What follows belongs to an exercise in optimizing a design on an open flow for small area, a short achievable clock period and few clock cycles per item; a production flow would make more cautious choices. In this exercise RTL edits were held to simulation tests only and were not proved equivalent to the original.

## spmm_top
module spmm_top (
    input  logic              clk,
    input  logic              reset,
    input  logic              load_en,
    input  logic              load_sel,
    input  spmm_pkg::idx_t    load_addr,
    input  spmm_pkg::elem_t   load_data,
    input  spmm_pkg::prec_t   precision,
    input  logic              start,
    output logic              busy,
    output logic              done,
    output logic              sel_valid,
    output spmm_pkg::engine_t sel_engine,
    output spmm_pkg::cnt_t    macs_executed,
    output spmm_pkg::cnt_t    macs_skipped,
    input  spmm_pkg::idx_t    result_addr,
    output spmm_pkg::prod_t   result_data
);
For scale: ~3600 cells after synthesis, roughly 720 flip-flops, ~60 I/O pins, ~0.036 mm² of cells after synthesis.
==> flow/config.mk <==
export PLATFORM = sky130hd
export DESIGN_NAME = spmm_top
export DESIGN_NICKNAME = spmm_top
export VERILOG_FILES = /design/flow/design.v
export SDC_FILE = /design/flow/constraint.sdc
export NUM_CORES = 4
export LEC_CHECK = 0
export ABC_AREA = 1
export CAP_MARGIN = 20
export CORE_MARGIN = 2
export CORE_UTILIZATION = 40
export CTS_CLUSTER_DIAMETER = 45
export CTS_CLUSTER_SIZE = 36
export SETUP_SLACK_MARGIN = 4.5
export SLEW_MARGIN = 20
export TNS_END_PERCENT = 10
==> flow/constraint.sdc <==
create_clock -name core_clock -period 7.0 [get_ports {clk}]
set_input_delay 1.4000 -clock core_clock [delete_from_list [all_inputs] [get_ports {clk}]]
set_output_delay 1.4000 -clock core_clock [all_outputs]
set_load 0.01 [all_outputs]
run.sh (not shown) runs the stock make flow with config.mk's settings and CLKGATE_MAP_FILE= SYNTH_SCRIPT=/design/flow/synth_recipe.tcl, a recipe that flattens the netlist after the stock synthesis.
Testbench counts at the start, summed over its fixed seeds: cycles 7,957, jobs 192.
Change:
Settings changed: ABC_AREA 1 to unset, CTS_CLUSTER_DIAMETER 45 to unset, CTS_CLUSTER_SIZE 36 to unset, TNS_END_PERCENT 10 to unset.
Clock-buffer cell count is higher by 4.
Sequential share of layout area fell by 1.7 points.
Final cell count fell by 14%.
Via count went down by about 6%.
Register-to-register slack is worse by 210 ps.
Maximum frequency drops by about 7%.
Change:
Settings changed: ABC_AREA set to 1, CTS_CLUSTER_DIAMETER set to 60, CTS_CLUSTER_SIZE set to 30, SETUP_SLACK_MARGIN 4.5 to 4.8, TNS_END_PERCENT set to 5.
Sequential share of layout area rises by 1.7 points.
Wire length hardly moves.
Die area rises by a few percent.
Worst hold slack gets better by 27 ps.
Clock skew rises by 17 ps.
Non-clock buffer count falls by 106.
Fmax rises by a few percent.
Critical path depth falls by 2.
Count of clock-buffer cells in the layout falls by 42.
Area after synthesis rises by a few percent.
Change:
Settings changed: CTS_CLUSTER_DIAMETER 60 to 80, SETUP_SLACK_MARGIN 4.8 to 4.4, TNS_END_PERCENT 5 to 10.
Effect: Synthesized area stays the same. Cell area shrinks by a few percent. Non-clock buffer count shrinks by 39. Global-route usage goes down by 1.2 points. Utilization went down by 2.1 points. Clock-buffer cell count fell by 24. Routed wire length drops by a few percent. Flip-flop and latch count is unchanged. Cell count went down slightly.

* * *

== v15 ==
spmm_top again, from the RTL that the note above started with.
Settings: LEC_CHECK=0, ABC_AREA=1, CAP_MARGIN=20, CORE_MARGIN=2, CORE_UTILIZATION=40, CTS_CLUSTER_DIAMETER=80, CTS_CLUSTER_SIZE=30, GPL_ROUTABILITY_DRIVEN=0, SETUP_SLACK_MARGIN=4.5, SLEW_MARGIN=20, TNS_END_PERCENT=10; clock period 7.0 ns.
v15 | status: complete | timing, DRC, antenna: pass
Testbench counts of v15, summed over its fixed seeds: cycles 7,957, jobs 192.
Setup changes, v15 to v41
diff --git a/flow/config.mk b/flow/config.mk
--- a/flow/config.mk
+++ b/flow/config.mk
@@ -10,7 +10,6 @@
 export CORE_MARGIN = 2
 export CORE_UTILIZATION = 40
-export CTS_CLUSTER_DIAMETER = 80
-export CTS_CLUSTER_SIZE = 30
-export GPL_ROUTABILITY_DRIVEN = 0
+export CTS_CLUSTER_DIAMETER = 60
+export CTS_CLUSTER_SIZE = 40
 export SETUP_SLACK_MARGIN = 4.5
 export SLEW_MARGIN = 20
Notes after the runs:
- Cmp v41 vs v15: hold slack higher in v41
- Looking at v41 and v15, the routed wire length is a wash.
- Looking at v41 and v15, the global-route usage over all layers is a wash.
- Between v15 and v41, non-clock buffer count decreased.
The inputs of v51 differ from those of v41 as listed below.
diff --git a/flow/config.mk b/flow/config.mk
--- a/flow/config.mk
+++ b/flow/config.mk
@@ -6,10 +6,9 @@
 export NUM_CORES = 4
 export LEC_CHECK = 0
-export ABC_AREA = 1
 export CAP_MARGIN = 20
 export CORE_MARGIN = 2
 export CORE_UTILIZATION = 40
 export CTS_CLUSTER_DIAMETER = 60
-export CTS_CLUSTER_SIZE = 40
+export CTS_CLUSTER_SIZE = 30
 export SETUP_SLACK_MARGIN = 4.5
 export SLEW_MARGIN = 20
==> notes.md <==
Going from v41 to v51, floorplan row count decreased about 1.8%, minimum hold slack increased 0.018 ns, worst path setup slack after routing decreased 0.15 ns, minimum clock period after layout increased 0.15 ns, slew at the pin closest to its max-slew limit decreased 0.055 ns.
Between v41 and v51, post-detailed-routing wire length decreased.
Of v41 and v51, v41 shows the higher overall die height, with v51 below it.
Relative to v51, the following input files were edited for v40:
diff --git a/flow/config.mk b/flow/config.mk
--- a/flow/config.mk
+++ b/flow/config.mk
@@ -6,7 +6,8 @@
 export NUM_CORES = 4
 export LEC_CHECK = 0
+export ABC_AREA = 1
 export CAP_MARGIN = 20
 export CORE_MARGIN = 2
-export CORE_UTILIZATION = 40
+export CORE_UTILIZATION = 50
 export CTS_CLUSTER_DIAMETER = 60
 export CTS_CLUSTER_SIZE = 30
--- outcome ---
Going from v51 to v40, detailed-route vias per instance decreased 0.41%; area of the die went down 16000 um2.
v40 ended up with sky130_fd_sc_hd__nand2_1 as its commonest non-fill, non-tap cell in the layout; v51 ended up with sky130_fd_sc_hd__edfxtp_1.

[re-timing with driven ports]
How much do the figures lean on ideal ports? The routed layouts below were timed once more, with nothing changed but the port constraints. Step 1 (the two cells are an assumption about what drives the block):
set clk [get_ports {clk}]
set_driving_cell -lib_cell sky130_fd_sc_hd__clkbuf_16 $clk
set_driving_cell -lib_cell sky130_fd_sc_hd__buf_2 [delete_from_list [all_inputs] $clk]
Step 2 adds t to the input delays and takes it off the output delays; t is the mean of the earliest and latest rising clock arrival at the registers after step 1. Input paths then give back, and output paths get back, about the clock's delay inside the block. Slacks: ideal ports / drivers / drivers and shift; pairs: ideal ports / drivers.
| run | t, ns | setup WS [ns] | worst setup path at the end | worst slew at a driven data input, ns | cell pins on the clock port's net |
|---|---|---|---|---|---|
| the first run of note 1 | 0.719 | 4.309 / 4.283 / 3.729 | input to register | 0.13 | 1 |
| the second run of note 1 | 0.702 | 4.102 / 4.102 / 3.717 | input to register | 0.08 | 1 |
| the third run of note 1 | 0.726 | 4.277 / 4.263 / 3.908 | input to register | 0.11 | 1 |
| the fourth run of note 1 | 0.680 | 4.305 / 4.238 / 3.581 | input to register | 0.13 | 1 |
| v15 | 0.683 | 4.307 / 4.240 / 3.675 | input to register | 0.12 | 1 |
| v41 | 0.734 | 4.333 / 4.283 / 3.759 | input to register | 0.13 | 1 |
| v51 | 0.710 | 4.187 / 4.160 / 3.654 | input to register | 0.06 | 1 |
| v40 | 0.719 | 4.332 / 4.287 / 3.752 | input to register | 0.08 | 1 |
After both steps every run listed still meets setup and hold. The setup slack of the fourth run of note 1, which loses most, moves by -0.067 ns with the drivers and by -0.724 ns with both steps.
